What follows belongs to an exercise in optimizing a design on an open flow for small area; a production flow would make more cautious choices. Where RTL was checked, it was by simulation tests only, not by an equivalence proof against the original.

==> v14 <==
==> flow/design.v (excerpt) <==
module register_bank
#(
  parameter  int DATA_WIDTH = register_bank_pkg::DEFAULT_DATA_WIDTH,
  parameter  int ADDR_WIDTH = register_bank_pkg::DEFAULT_ADDR_WIDTH,
  parameter  int SP_INDEX   = register_bank_pkg::DEFAULT_SP_INDEX,
  parameter  int SP_RESET   = register_bank_pkg::DEFAULT_SP_RESET
) (
  input  logic                  clock,
  input  logic                  reset,
  input  logic [ADDR_WIDTH-1:0] rs1,
  input  logic [ADDR_WIDTH-1:0] rs2,
  input  logic                  readEnable,
  output logic [DATA_WIDTH-1:0] outRS1,
  output logic [DATA_WIDTH-1:0] outRS2,
  output logic                  busyRS1,
  output logic                  busyRS2,
  input  logic [ADDR_WIDTH-1:0] rsWrite,
  input  logic [DATA_WIDTH-1:0] dataWrite,
  input  logic                  rWrite,
  input  logic                  reserve,
  input  logic [ADDR_WIDTH-1:0] rsReserve,
  output logic                  reserveConflict
);
==> module reg_scoreboard, before the edit <==
module reg_scoreboard
#(
  parameter  int ADDR_WIDTH = register_bank_pkg::DEFAULT_ADDR_WIDTH
) (
  input  logic                  clock,
  input  logic                  reset,
  input  logic                  write_en,
  input  logic [ADDR_WIDTH-1:0] write_index,
  input  logic                  reserve_en,
  input  logic [ADDR_WIDTH-1:0] reserve_index,
  output logic [2**ADDR_WIDTH-1:0] busy,
  output logic                  conflict
);
  logic write_hit;
  logic reserve_hit;
  assign write_hit   = write_en   && (write_index   != ADDR_WIDTH'(register_bank_pkg::ZERO_REG));
  assign reserve_hit = reserve_en && (reserve_index != ADDR_WIDTH'(register_bank_pkg::ZERO_REG));
  always_ff @(posedge clock) begin
    if (reset) begin
      busy     <= '0;
      conflict <= 1'b0;
    end else begin
      conflict <= reserve_hit && busy[reserve_index] &&
                  !(write_hit && (write_index == reserve_index));
      if (write_hit) begin
        busy[write_index] <= 1'b0;
      end
      if (reserve_hit) begin
        busy[reserve_index] <= 1'b1;
      end
    end
  end
endmodule
==> module register_bank, before the edit <==
module register_bank
#(
  parameter  int DATA_WIDTH = register_bank_pkg::DEFAULT_DATA_WIDTH,
  parameter  int ADDR_WIDTH = register_bank_pkg::DEFAULT_ADDR_WIDTH,
  parameter  int SP_INDEX   = register_bank_pkg::DEFAULT_SP_INDEX,
  parameter  int SP_RESET   = register_bank_pkg::DEFAULT_SP_RESET
) (
  input  logic                  clock,
  input  logic                  reset,
  input  logic [ADDR_WIDTH-1:0] rs1,
  input  logic [ADDR_WIDTH-1:0] rs2,
  input  logic                  readEnable,
  output logic [DATA_WIDTH-1:0] outRS1,
  output logic [DATA_WIDTH-1:0] outRS2,
  output logic                  busyRS1,
  output logic                  busyRS2,
  input  logic [ADDR_WIDTH-1:0] rsWrite,
  input  logic [DATA_WIDTH-1:0] dataWrite,
  input  logic                  rWrite,
  input  logic                  reserve,
  input  logic [ADDR_WIDTH-1:0] rsReserve,
  output logic                  reserveConflict
);
  localparam int NUM_REGS = 2 ** ADDR_WIDTH;
  localparam int NSEL     = NUM_REGS + 1;
  localparam int BYP      = NUM_REGS - 1;
  localparam int HOLD     = NUM_REGS;
  localparam logic [DATA_WIDTH-1:0] SP_VALUE = DATA_WIDTH'(SP_RESET);
  logic [DATA_WIDTH-1:0] regs [1:NUM_REGS-1];
  logic [NUM_REGS-1:0]   busy;
  logic                  write_hit;
  logic [NUM_REGS-1:0]   wr_en;
  logic [DATA_WIDTH-1:0] wdata;
  logic [DATA_WIDTH-1:0] wdata_sp;
  logic                  byp1;
  logic                  byp2;
  logic                  rd1;
  logic                  rd2;
  logic [NSEL-1:0]       sel1;
  logic [NSEL-1:0]       sel2;
  logic [DATA_WIDTH-1:0] port1;
  logic [DATA_WIDTH-1:0] port2;
  logic                  pbusy1;
  logic                  pbusy2;
  assign write_hit = rWrite && (rsWrite != ADDR_WIDTH'(register_bank_pkg::ZERO_REG));
  reg_scoreboard #(
    .ADDR_WIDTH (ADDR_WIDTH)
  ) u_scoreboard (
    .clock         (clock),
    .reset         (reset),
    .write_en      (rWrite),
    .write_index   (rsWrite),
    .reserve_en    (reserve),
    .reserve_index (rsReserve),
    .busy          (busy),
    .conflict      (reserveConflict)
  );
  assign wdata    = reset ? '0 : dataWrite;
  assign wdata_sp = reset ? SP_VALUE : dataWrite;
  always_comb begin
    for (int i = 0; i < NUM_REGS; i++) begin
      wr_en[i] = reset || (rWrite && (rsWrite == ADDR_WIDTH'(i)));
    end
  end
  always_ff @(posedge clock) begin
    for (int i = 1; i < NUM_REGS; i++) begin
      if (wr_en[i]) begin
        regs[i] <= (i == SP_INDEX) ? wdata_sp : wdata;
      end
    end
  end
  assign rd1  = readEnable && !reset;
  assign rd2  = readEnable && !reset;
  assign byp1 = write_hit && (rs1 == rsWrite);
  assign byp2 = write_hit && (rs2 == rsWrite);
  always_comb begin
    for (int i = 1; i < NUM_REGS; i++) begin
      sel1[i-1] = rd1 && !byp1 && (rs1 == ADDR_WIDTH'(i));
      sel2[i-1] = rd2 && !byp2 && (rs2 == ADDR_WIDTH'(i));
    end
    sel1[BYP]  = rd1 && byp1;
    sel2[BYP]  = rd2 && byp2;
    sel1[HOLD] = !readEnable && !reset;
    sel2[HOLD] = !readEnable && !reset;
  end
  for (genvar b = 0; b < DATA_WIDTH; b++) begin : g_bit
    logic [NSEL-1:0] d1;
    logic [NSEL-1:0] d2;
    for (genvar i = 1; i < NUM_REGS; i++) begin : g_reg
      assign d1[i-1] = regs[i][b];
      assign d2[i-1] = regs[i][b];
    end
    assign d1[BYP]  = dataWrite[b];
    assign d2[BYP]  = dataWrite[b];
    assign d1[HOLD] = outRS1[b];
    assign d2[HOLD] = outRS2[b];
    rb_andor33 u_rd1 (.s(sel1), .d(d1), .y(port1[b]));
    rb_andor33 u_rd2 (.s(sel2), .d(d2), .y(port2[b]));
  end
  rb_andor33 u_bsy1 (.s(sel1), .d({busyRS1, 1'b0, busy[NUM_REGS-1:1]}), .y(pbusy1));
  rb_andor33 u_bsy2 (.s(sel2), .d({busyRS2, 1'b0, busy[NUM_REGS-1:1]}), .y(pbusy2));
  always_ff @(posedge clock) begin
    outRS1  <= port1;
    outRS2  <= port2;
    busyRS1 <= pbusy1;
    busyRS2 <= pbusy2;
  end
endmodule
Settings: LEC_CHECK=0, CAP_MARGIN=20, CORE_MARGIN=2, CORE_UTILIZATION=40, SLEW_MARGIN=20, SYNTH_HIERARCHICAL=1, SYNTH_MINIMUM_KEEP_SIZE=0; clock period 4.0 ns.
run.sh (not shown) runs the stock make flow with config.mk's settings and CLKGATE_MAP_FILE= SYNTH_SCRIPT=/design/flow/synth_recipe.tcl, a recipe that flattens the netlist after the stock synthesis.
==> v24: changes against v14 <==
--- a/flow/design.v
+++ b/flow/design.v
@@ -11,30 +11,39 @@
 ) (
-  input  logic                  clock,
-  input  logic                  reset,
-  input  logic                  write_en,
-  input  logic [ADDR_WIDTH-1:0] write_index,
-  input  logic                  reserve_en,
-  input  logic [ADDR_WIDTH-1:0] reserve_index,
+  input  logic                     clock,
+  input  logic [2**ADDR_WIDTH-1:0] clear,
+  input  logic [2**ADDR_WIDTH-1:0] set,
   output logic [2**ADDR_WIDTH-1:0] busy,
-  output logic                  conflict
-);
-  logic write_hit;
-  logic reserve_hit;
-  assign write_hit   = write_en   && (write_index   != ADDR_WIDTH'(register_bank_pkg::ZERO_REG));
-  assign reserve_hit = reserve_en && (reserve_index != ADDR_WIDTH'(register_bank_pkg::ZERO_REG));
+  input  logic                     same,
+  output logic                     conflict
+);
+  localparam int NUM_REGS = 2 ** ADDR_WIDTH;
+  logic [NUM_REGS-1:0] busy_next;
+  logic                busy_hit;
+  assign busy_next[0] = 1'b0;
+  assign busy[0]      = 1'b0;
+  for (genvar i = 1; i < NUM_REGS; i++) begin : g_bit
+    rb_busybit u_bit (
+      .busy  (busy[i]),
+      .clear (clear[i]),
+      .set   (set[i]),
+      .next  (busy_next[i])
+    );
+  end
+  rb_andor33 u_busy_hit (
+    .s ({2'b00, set[NUM_REGS-1:1]}),
+    .d ({2'b00, busy[NUM_REGS-1:1]}),
+    .y (busy_hit)
+  );
   always_ff @(posedge clock) begin
-    if (reset) begin
-      busy     <= '0;
-      conflict <= 1'b0;
-    end else begin
-      conflict <= reserve_hit && busy[reserve_index] &&
-                  !(write_hit && (write_index == reserve_index));
-      if (write_hit) begin
-        busy[write_index] <= 1'b0;
-      end
-      if (reserve_hit) begin
-        busy[reserve_index] <= 1'b1;
-      end
-    end
-  end
+    busy[NUM_REGS-1:1] <= busy_next[NUM_REGS-1:1];
+    conflict           <= busy_hit && !same;
+  end
+endmodule
+module rb_busybit (
+  input  logic busy,
+  input  logic clear,
+  input  logic set,
+  output logic next
+);
+  assign next = set || (busy && !clear);
 endmodule
@@ -72,2 +81,3 @@
   logic [NUM_REGS-1:0]   wr_en;
+  logic [NUM_REGS-1:0]   res_en;
   logic [DATA_WIDTH-1:0] wdata;
@@ -85,2 +95,20 @@
   assign write_hit = rWrite && (rsWrite != ADDR_WIDTH'(register_bank_pkg::ZERO_REG));
+  logic [7:0] w_hi;
+  logic [3:0] w_lo;
+  always_comb begin
+    for (int k = 0; k < 8; k++) begin
+      w_hi[k] = reset || (rsWrite[4:2] == 3'(k));
+    end
+    for (int j = 0; j < 4; j++) begin
+      w_lo[j] = reset || (rWrite && (rsWrite[1:0] == 2'(j)));
+    end
+    for (int i = 0; i < NUM_REGS; i++) begin
+      res_en[i] = !reset && reserve && (i != register_bank_pkg::ZERO_REG) &&
+                  (rsReserve == ADDR_WIDTH'(i));
+    end
+  end
+  assign wr_en[0] = 1'b0;
+  for (genvar i = 1; i < NUM_REGS; i++) begin : g_wr_en
+    rb_and2 u_wr_en (.a(w_hi[i / 4]), .b(w_lo[i % 4]), .y(wr_en[i]));
+  end
   reg_scoreboard #(
@@ -88,18 +116,13 @@
   ) u_scoreboard (
-    .clock         (clock),
-    .reset         (reset),
-    .write_en      (rWrite),
-    .write_index   (rsWrite),
-    .reserve_en    (reserve),
-    .reserve_index (rsReserve),
-    .busy          (busy),
-    .conflict      (reserveConflict)
+    .clock    (clock),
+    .clear    (wr_en),
+    .set      (res_en),
+    .same     (rWrite && (rsWrite == rsReserve)),
+    .busy     (busy),
+    .conflict (reserveConflict)
   );
-  assign wdata    = reset ? '0 : dataWrite;
+  for (genvar b = 0; b < DATA_WIDTH; b++) begin : g_wdata
+    rb_and2 u_wdata (.a(!reset), .b(dataWrite[b]), .y(wdata[b]));
+  end
   assign wdata_sp = reset ? SP_VALUE : dataWrite;
-  always_comb begin
-    for (int i = 0; i < NUM_REGS; i++) begin
-      wr_en[i] = reset || (rWrite && (rsWrite == ADDR_WIDTH'(i)));
-    end
-  end
   always_ff @(posedge clock) begin
@@ -115,12 +138,22 @@
   assign byp2 = write_hit && (rs2 == rsWrite);
+  logic [7:0] r1_hi, r2_hi;
+  logic [3:0] r1_lo, r2_lo;
   always_comb begin
-    for (int i = 1; i < NUM_REGS; i++) begin
-      sel1[i-1] = rd1 && !byp1 && (rs1 == ADDR_WIDTH'(i));
-      sel2[i-1] = rd2 && !byp2 && (rs2 == ADDR_WIDTH'(i));
-    end
-    sel1[BYP]  = rd1 && byp1;
-    sel2[BYP]  = rd2 && byp2;
-    sel1[HOLD] = !readEnable && !reset;
-    sel2[HOLD] = !readEnable && !reset;
-  end
+    for (int k = 0; k < 8; k++) begin
+      r1_hi[k] = (rs1[4:2] == 3'(k));
+      r2_hi[k] = (rs2[4:2] == 3'(k));
+    end
+    for (int j = 0; j < 4; j++) begin
+      r1_lo[j] = rd1 && !byp1 && (rs1[1:0] == 2'(j));
+      r2_lo[j] = rd2 && !byp2 && (rs2[1:0] == 2'(j));
+    end
+  end
+  for (genvar i = 1; i < NUM_REGS; i++) begin : g_sel
+    rb_and2 u_sel1 (.a(r1_hi[i / 4]), .b(r1_lo[i % 4]), .y(sel1[i-1]));
+    rb_and2 u_sel2 (.a(r2_hi[i / 4]), .b(r2_lo[i % 4]), .y(sel2[i-1]));
+  end
+  rb_and2 u_byp1  (.a(rd1), .b(byp1), .y(sel1[BYP]));
+  rb_and2 u_byp2  (.a(rd2), .b(byp2), .y(sel2[BYP]));
+  rb_and2 u_hold1 (.a(!readEnable), .b(!reset), .y(sel1[HOLD]));
+  rb_and2 u_hold2 (.a(!readEnable), .b(!reset), .y(sel2[HOLD]));
   for (genvar b = 0; b < DATA_WIDTH; b++) begin : g_bit
@@ -176 +209,8 @@
 endmodule
+module rb_and2 (
+  input  logic a,
+  input  logic b,
+  output logic y
+);
+  assign y = a && b;
+endmodule
==> flow/flow/run.sh (new file) <==
#!/bin/bash
# Layout flow: the standard layout (standard.sh) with three changes.
#  1. Port buffers use the plain buf_2 cell instead of the flow's default.
#  2. After floorplan, the AND2 gates that drive wide nets (one write enable
#     per register row, one read select per register and port, the write
#     data) are upsized to and2_4, so that they drive their nets directly
#     instead of through repair buffers.
#  3. CTS clusters up to 25 sinks within 80 um per clkbuf_16 and inserts no
#     dummy loads.
# Each tool's output goes to a log file of its own in this folder.
set -euo pipefail
export BUFFER_PORTS_ARGS="-buffer_cell sky130_fd_sc_hd__buf_2"
export CTS_ARGS="-sink_clustering_enable -repair_clock_nets -buf_list sky130_fd_sc_hd__clkbuf_16 -sink_clustering_size 25 -sink_clustering_max_diameter 80 -dont_use_dummy_load"

bash standard.sh floorplan > flow_floorplan.log 2>&1

ODB=$(ls -d orfs/results/*/register_bank/base)/2_floorplan.odb
ODB=$(readlink -f "$ODB") MINFO=12 CELL=sky130_fd_sc_hd__and2_4 \
  openroad -exit -no_init flow/upsize.tcl > flow_upsize.log 2>&1

bash standard.sh finish > flow_finish.log 2>&1
==> flow/flow/upsize.tcl (new file) <==
# Upsize the AND2 gates that drive wide nets (register-row write enables,
# read selects, write data) to CELL before placement, so that one gate
# drives each wide net instead of a chain of repair buffers.
read_liberty /OpenROAD-flow-scripts/flow/platforms/sky130hd/lib/sky130_fd_sc_hd__tt_025C_1v80.lib
read_db $::env(ODB)
set n 0
foreach inst [[ord::get_db_block] getInsts] {
  set m [[$inst getMaster] getName]
  if {![string match "sky130_fd_sc_hd__and2_*" $m]} continue
  foreach it [$inst getITerms] {
    if {![$it isOutputSignal]} continue
    set net [$it getNet]
    if {$net eq "NULL"} continue
    if {[llength [$net getITerms]] - 1 >= $::env(MINFO)} {
      replace_cell [$inst getName] $::env(CELL)
      incr n
    }
  }
}
puts "UPSIZED $n"
write_db $::env(ODB)
==> flow/standard.sh (new file) <==
#!/bin/bash
# synth_recipe.tcl (not shown) runs the flow's synth.tcl, then flattens the netlist and writes it again
# the make line also repeats each setting of config.mk as NAME=value (left out here)
make -C /OpenROAD-flow-scripts/flow DESIGN_CONFIG=/design/flow/config.mk WORK_HOME=/design/flow/orfs CLKGATE_MAP_FILE= SYNTH_SCRIPT=/design/flow/synth_recipe.tcl "${@:-finish}"
- CORE_UTILIZATION: 40 -> 65
- CTS_BUF_LIST: unset -> sky130_fd_sc_hd__clkbuf_16
- CTS_CLUSTER_DIAMETER: unset -> 80
- CTS_CLUSTER_SIZE: unset -> 25
removed: flow/run.sh
==> v18: changes against v14 <==
--- a/flow/design.v
+++ b/flow/design.v
@@ -11,29 +11,21 @@
 ) (
-  input  logic                  clock,
-  input  logic                  reset,
-  input  logic                  write_en,
-  input  logic [ADDR_WIDTH-1:0] write_index,
-  input  logic                  reserve_en,
-  input  logic [ADDR_WIDTH-1:0] reserve_index,
+  input  logic                     clock,
+  input  logic [2**ADDR_WIDTH-1:0] clear,
+  input  logic [2**ADDR_WIDTH-1:0] set,
   output logic [2**ADDR_WIDTH-1:0] busy,
-  output logic                  conflict
+  output logic                     conflict
 );
-  logic write_hit;
-  logic reserve_hit;
-  assign write_hit   = write_en   && (write_index   != ADDR_WIDTH'(register_bank_pkg::ZERO_REG));
-  assign reserve_hit = reserve_en && (reserve_index != ADDR_WIDTH'(register_bank_pkg::ZERO_REG));
+  localparam int NUM_REGS = 2 ** ADDR_WIDTH;
+  logic [NUM_REGS-1:0] held;
+  logic                hit;
+  assign held    = busy & ~clear;
+  assign busy[0] = 1'b0;
+  rb_andor33 u_conflict (
+    .s ({2'b00, set[NUM_REGS-1:1]}),
+    .d ({2'b00, held[NUM_REGS-1:1]}),
+    .y (hit)
+  );
   always_ff @(posedge clock) begin
-    if (reset) begin
-      busy     <= '0;
-      conflict <= 1'b0;
-    end else begin
-      conflict <= reserve_hit && busy[reserve_index] &&
-                  !(write_hit && (write_index == reserve_index));
-      if (write_hit) begin
-        busy[write_index] <= 1'b0;
-      end
-      if (reserve_hit) begin
-        busy[reserve_index] <= 1'b1;
-      end
-    end
+    busy[NUM_REGS-1:1] <= set[NUM_REGS-1:1] | held[NUM_REGS-1:1];
+    conflict           <= hit;
   end
@@ -72,2 +64,3 @@
   logic [NUM_REGS-1:0]   wr_en;
+  logic [NUM_REGS-1:0]   res_en;
   logic [DATA_WIDTH-1:0] wdata;
@@ -85,2 +78,9 @@
   assign write_hit = rWrite && (rsWrite != ADDR_WIDTH'(register_bank_pkg::ZERO_REG));
+  always_comb begin
+    for (int i = 0; i < NUM_REGS; i++) begin
+      wr_en[i]  = reset || (rWrite && (rsWrite == ADDR_WIDTH'(i)));
+      res_en[i] = !reset && reserve && (i != register_bank_pkg::ZERO_REG) &&
+                  (rsReserve == ADDR_WIDTH'(i));
+    end
+  end
   reg_scoreboard #(
@@ -88,10 +88,7 @@
   ) u_scoreboard (
-    .clock         (clock),
-    .reset         (reset),
-    .write_en      (rWrite),
-    .write_index   (rsWrite),
-    .reserve_en    (reserve),
-    .reserve_index (rsReserve),
-    .busy          (busy),
-    .conflict      (reserveConflict)
+    .clock    (clock),
+    .clear    (wr_en),
+    .set      (res_en),
+    .busy     (busy),
+    .conflict (reserveConflict)
   );
@@ -99,7 +96,2 @@
   assign wdata_sp = reset ? SP_VALUE : dataWrite;
-  always_comb begin
-    for (int i = 0; i < NUM_REGS; i++) begin
-      wr_en[i] = reset || (rWrite && (rsWrite == ADDR_WIDTH'(i)));
-    end
-  end
   always_ff @(posedge clock) begin
- CORE_UTILIZATION: 40 -> 60
- CTS_BUF_LIST: unset -> sky130_fd_sc_hd__clkbuf_4 sky130_fd_sc_hd__clkbuf_8
==> impl_metrics.json <==
{
  "powerSeq_mw": 14.1,
  "critPathArrivalTime_ns": 4.33,
  "pg_comb_mw": 1.91,
  "p_int_mw": 20.2,
  "grt_pass1_vias": 34400,
  "grt_start_max_net_pins": 104,
  "setup_ws_ns": 0.208,
  "path_clk_slew_ns": 0.06,
  "yosysTopAreaCell": "edfxtp_1",
  "num_rows": 121,
  "final_cell_mix": "edfxtp_1 (992), a222oi_1 (726), buf_4 (281), buf_12 (156), nand4_1 (135)",
  "well_tap_count": 1414,
  "final.min_clock_period_ns": 3.79,
  "cts_inserted_buffers": 109,
  "r2r-start": "regs[4][13]",
  "run_status": "finished clean",
  "path_depth": 10,
  "ys_types": 61,
  "synth_top_family_by_area": "compound AO/OA/AOI/OAI gates"
}
That was v14.
==> impl_metrics.json <==
{
  "well_tap_count": 950,
  "final.min_clock_period_ns": 3.74,
  "run_status": "finished clean",
  "pg_comb_mw": 1.60,
  "num_rows": 98,
  "grt_pass1_vias": 34200,
  "path_depth": 13,
  "setup_ws_ns": 0.258,
  "grt_start_max_net_pins": 99,
  "cts_inserted_buffers": 170,
  "powerSeq_mw": 14.1,
  "final_cell_mix": "edfxtp_1 (992), a222oi_1 (737), buf_4 (278), clkbuf_8 (181), nand4_1 (135)"
}
That was v18.
==> impl_metrics.json <==
{
  "crit_buf_inv": 2,
  "rsz0062_at_grt": "no",
  "final_cell_mix": "edfxtp_1 (992), a222oi_1 (737), nand4_1 (134), and2_4 (129), buf_2 (123)",
  "run_status": "finished clean",
  "hold_buffers": 0,
  "grt_start_max_net_pins": 34,
  "cts_inserted_buffers": 51,
  "path_depth": 9,
  "critPathArrivalTime_ns": 4.23,
  "final.min_clock_period_ns": 3.73,
  "setup_ws_ns": 0.268,
  "powerSeq_mw": 14.3,
  "grt_pass1_vias": 30200,
  "hold_depth": 2,
  "p_int_mw": 16.3,
  "r2r-start": "regs[7][9]",
  "path_clk_slew_ns": 0.10,
  "pg_comb_mw": 1.52,
  "num_rows": 94
}
That was v24.
Function not checked in v14 and v18: the RTL went through the layout flow alone.

[port drivers added, routing unchanged]
How much do the figures lean on ideal ports? The routed layouts below were timed once more, with nothing changed but the port constraints.
Step 1 assumes that a clkbuf_16 drives the clock port and a buf_2 every other input.
Step 2 adds t to the input delays and takes it off the output delays; t is the mean of the earliest and latest rising clock arrival at the registers after step 1. Input paths then give back, and output paths get back, about the clock's delay inside the block.
Three values: ideal, step 1, step 2; two values: the first two.
run | t (ns) | setup slack, ns | clock arrival spread, ns
v14 | 0.749 | 0.208 / 0.247 / -0.502 | 0.042 / 0.042
v24 | 0.687 | 0.268 / 0.316 / -0.371 | 0.072 / 0.072
v18 | 0.900 | 0.258 / 0.292 / -0.608 | 0.054 / 0.054
With both steps, setup timing fails in every run listed, where it was met with ideal ports. For v18, which loses most, drivers alone change the setup slack by +0.034 ns; drivers and shift together by -0.866 ns.
